From an optimization exercise on the open Yosys and OpenROAD flow, aimed at small area, a short achievable clock period and few clock cycles per item; shortcuts taken in it are not production practice. Where RTL was checked, it was by simulation tests only, not by an equivalence proof against the original. Power figures rest on the tool's default switching activity, not on a simulated workload.

old:
// learning_switch_with_tree_election_unit
module learning_switch_with_tree_election_unit #(
  parameter int unsigned PORTS         = lsw_pkg::PortsDefault,
  parameter int unsigned TABLE_ENTRIES = lsw_pkg::TableEntriesDefault
) (
  input  wire                          clk_i,
  input  wire                          rst_ni,
  input  wire                          cfg_we_i,
  input  wire  [lsw_pkg::CfgIdxW-1:0]  cfg_idx_i,
  input  wire  [lsw_pkg::CfgDataW-1:0] cfg_wdata_i,
  input  wire                          push,
  output logic                         full,
  input  wire                          kind_i,
  input  wire  [2:0]                   in_port_i,
  input  wire  [7:0]                   pkt_src_i,
  input  wire  [7:0]                   pkt_dst_i,
  input  wire                          is_control_i,
  input  wire  [1:0]                   sender_type_i,
  input  wire  [7:0]                   adv_root_i,
  input  wire  [7:0]                   adv_dist_i,
  input  wire                          sender_child_i,
  output logic                         empty,
  input  wire                          pop,
  output logic [1:0]                   action_o,
  output logic [2:0]                   out_port_o,
  output logic [7:0]                   port_mask_o,
  output logic [7:0]                   ctl_root_o,
  output logic [7:0]                   ctl_dist_o,
  output logic [7:0]                   child_mask_o
);
  logic       v0_q;
  logic       kind0_q, ctrl0_q, child0_q;
  logic [2:0] port0_q;
  logic [7:0] aroot0_q, cand0_q;
  logic [15:0] shi0_q, slo0_q;
  logic       cov0_q, host0_q, sw0_q;
  logic [3:0]  dtop0_q, dmid0_q;
  logic [15:0] dlo0_q;
  logic       accept;
  logic [8:0] cand_in;
  assign cand_in = {1'b0, adv_dist_i} + 9'd1;
  assign accept = push && !full;
  always_ff @(posedge clk_i or negedge rst_ni) begin
    if (!rst_ni) v0_q <= 1'b0;
    else         v0_q <= accept;
  end
  always_ff @(posedge clk_i) begin
    kind0_q  <= kind_i;
    ctrl0_q  <= is_control_i;
    child0_q <= sender_child_i;
    port0_q  <= in_port_i;
    shi0_q   <= (accept && kind_i) ? (16'd1 << pkt_src_i[7:4]) : 16'd0;
    slo0_q   <= 16'd1 << pkt_src_i[3:0];
  ...
Size: roughly 5,200 cells after synthesis, ~1,300 flip-flops, roughly 100 I/O pins, about 51,000 um2 of cells after synthesis.
clock: 6.0 ns
lec_check: 0
cap_margin: 20
core_margin: 2
core_utilization: 70
cts_cluster_diameter: 100
cts_cluster_size: 25
setup_slack_margin: 3.6
slew_margin: 20
run.sh (not shown) runs the stock make flow with config.mk's settings and CLKGATE_MAP_FILE= SYNTH_SCRIPT=/design/flow/synth_recipe.tcl, a recipe that flattens the netlist after the stock synthesis.
Here is what was changed in the inputs of new compared with old.
diff --git a/flow/design.v b/flow/design.v
--- a/flow/design.v
+++ b/flow/design.v
@@ -121,17 +121,17 @@
     for (int i = 0; i < 256; i++) twe[i] = shi0_q[i/16] && slo0_q[i%16] && !tvalid_q[i];
   end
   always_ff @(posedge clk_i or negedge rst_ni) begin
     if (!rst_ni) tvalid_q <= '0;
     else         tvalid_q <= tvalid_q | twe;
   end
   always_ff @(posedge clk_i) begin
     for (int i = 0; i < 256; i++) begin
-      tport_q[i] <= ({3{tvalid_q[i]}} & tport_q[i]) | ({3{twe[i]}} & port0_q);
+      if (twe[i]) tport_q[i] <= port0_q;
     end
   end
   logic       v1_q;
   logic       kind1_q, ctrl1_q, child1_q, host1_q, sw1_q, hit1, cov1_q;
   logic [2:0] port1_q, hport1;
   logic [7:0] aroot1_q, cand1_q;
   logic [3:0] rd_grp [16];
   logic [3:0][3:0] rd_quad;
[summary]
On new: per-cell routed wire length is about 2.5% lower than what old gave.
NOTE via total after detailed routing old->new decreased by more than 10%
Compare new and old | total combinational power higher: old
Taking old as the reference, in new number of inserted filler cells in the final layout decreased by 13% relative to the old numbers; setup slack increased by 0.10 ns relative to the old numbers.
old → new: share of cells above drive strength 1 climbed 1.5 points, net count of the mapped netlist dropped 1,379, final area climbed about 0.9%.
new — layout net count 1,369 lower, old as reference
Testbench counts of new, summed over its fixed seeds: cycles 24,024, items 24,000.
The RTL of old was laid out without a check of its function.


Another version of the RTL of learning_switch_with_tree_election_unit (not shown whole).
For scale: ~3600 cells after synthesis, roughly 50000 um2 of cells after synthesis.
Settings: LEC_CHECK=0, CAP_MARGIN=20, CORE_MARGIN=2, CORE_UTILIZATION=40, SETUP_SLACK_MARGIN=3.5, SLEW_MARGIN=20; clock period 6.0 ns.
Edit:
--- a/flow/design.v
+++ b/flow/design.v
@@ -79,59 +79,59 @@
   output logic [2:0]                   out_port_o,
   output logic [7:0]                   port_mask_o,
   output logic [7:0]                   ctl_root_o,
   output logic [7:0]                   ctl_dist_o,
   output logic [7:0]                   child_mask_o
 );
   logic       v0_q;
   logic       kind0_q, ctrl0_q, child0_q;
   logic [2:0] port0_q;
-  logic [7:0] aroot0_q, cand0_q;
-  logic [15:0] shi0_q, slo0_q;
+  logic [7:0] src0_q, aroot0_q, cand0_q;
   logic       cov0_q, host0_q, sw0_q;
   logic [15:0] dhi0_q, dlo0_q;
   logic       accept;
   logic [8:0] cand_in;
   assign cand_in = {1'b0, adv_dist_i} + 9'd1;
   assign accept = push && !full;
   always_ff @(posedge clk_i or negedge rst_ni) begin
     if (!rst_ni) v0_q <= 1'b0;
     else         v0_q <= accept;
   end
   always_ff @(posedge clk_i) begin
     kind0_q  <= kind_i;
     ctrl0_q  <= is_control_i;
     child0_q <= sender_child_i;
     port0_q  <= in_port_i;
-    shi0_q   <= (accept && kind_i) ? (16'd1 << pkt_src_i[7:4]) : 16'd0;
-    slo0_q   <= 16'd1 << pkt_src_i[3:0];
+    src0_q   <= pkt_src_i;
     aroot0_q <= adv_root_i;
     cand0_q  <= cand_in[8] ? 8'hFF : cand_in[7:0];
     cov0_q   <= cand_in[8];
     host0_q  <= (sender_type_i == lsw_pkg::SndHost);
     sw0_q    <= (sender_type_i == lsw_pkg::SndSwitch);
     dhi0_q   <= 16'd1 << pkt_dst_i[7:4];
     dlo0_q   <= 16'd1 << pkt_dst_i[3:0];
   end
   logic [255:0] tvalid_q;
   logic [2:0]   tport_q [256];
+  logic         learn0;
+  assign learn0 = v0_q && kind0_q;
   always_ff @(posedge clk_i or negedge rst_ni) begin
     if (!rst_ni) begin
       tvalid_q <= '0;
     end else begin
       for (int i = 0; i < 256; i++) begin
-        if (shi0_q[i/16] && slo0_q[i%16]) tvalid_q[i] <= 1'b1;
+        if (learn0 && src0_q == 8'(i)) tvalid_q[i] <= 1'b1;
       end
     end
   end
   always_ff @(posedge clk_i) begin
     for (int i = 0; i < 256; i++) begin
-      if (shi0_q[i/16] && slo0_q[i%16] && !tvalid_q[i]) tport_q[i] <= port0_q;
+      if (learn0 && src0_q == 8'(i) && !tvalid_q[i]) tport_q[i] <= port0_q;
     end
   end
   logic       v1_q;
   logic       kind1_q, ctrl1_q, child1_q, host1_q, sw1_q, hit1_q, cov1_q;
   logic [2:0] port1_q, hport1_q;
   logic [7:0] aroot1_q, cand1_q;
   logic [3:0] rd_grp [16];
   logic [3:0] rd_ent;
   always_comb begin
Result: The changed run finished clean. Synthesized area is lower by 1.3%. Clock-buffer cell count shrinks by 22. Setup slack is worse by 0.010 ns. Final cell count is lower by 4.2%. Maximum frequency came out lower by 0.40%. Synthesized cell count fell by 5.7%. Sequential share of layout area went down by 1.2 points. Power came out lower by 1.4%. Global-route usage is higher by 1.2 points. Hold slack hardly moves.
Function was not checked in any run of this note: the RTL went through the layout flow alone.

-- afterwards: timing with drivers on the ports --
In the flow no input, the clock included, has a driving cell. The finished layouts below were timed again as built, in two steps.
Step 1 assumes that a clkbuf_16 drives the clock port and a buf_2 every other input.
Step 2, shift: input delay + t, output delay - t, t = (earliest + latest rising clock arrival at the registers) / 2. This alone moves slack from input paths to output paths.
Slacks: ideal / step 1 / step 2; pairs: ideal / step 1.
| run | t (ns) | slack for setup (ns) | latest minus earliest clock arrival (ns) |
|---|---|---|---|
| old | 0.774 | 3.450 / 3.424 / 2.945 | 0.030 / 0.031 |
| new | 0.748 | 3.550 / 3.480 / 2.933 | 0.034 / 0.034 |
| the first run of note 2 | 0.835 | 3.409 / 3.337 / 2.782 | 0.061 / 0.061 |
| the second run of note 2 | 0.805 | 3.399 / 3.372 / 2.925 | 0.038 / 0.038 |
After both steps every run listed still meets setup and hold. For the first run of note 2, which loses most, drivers alone change the setup slack by -0.072 ns; drivers and shift together by -0.627 ns.
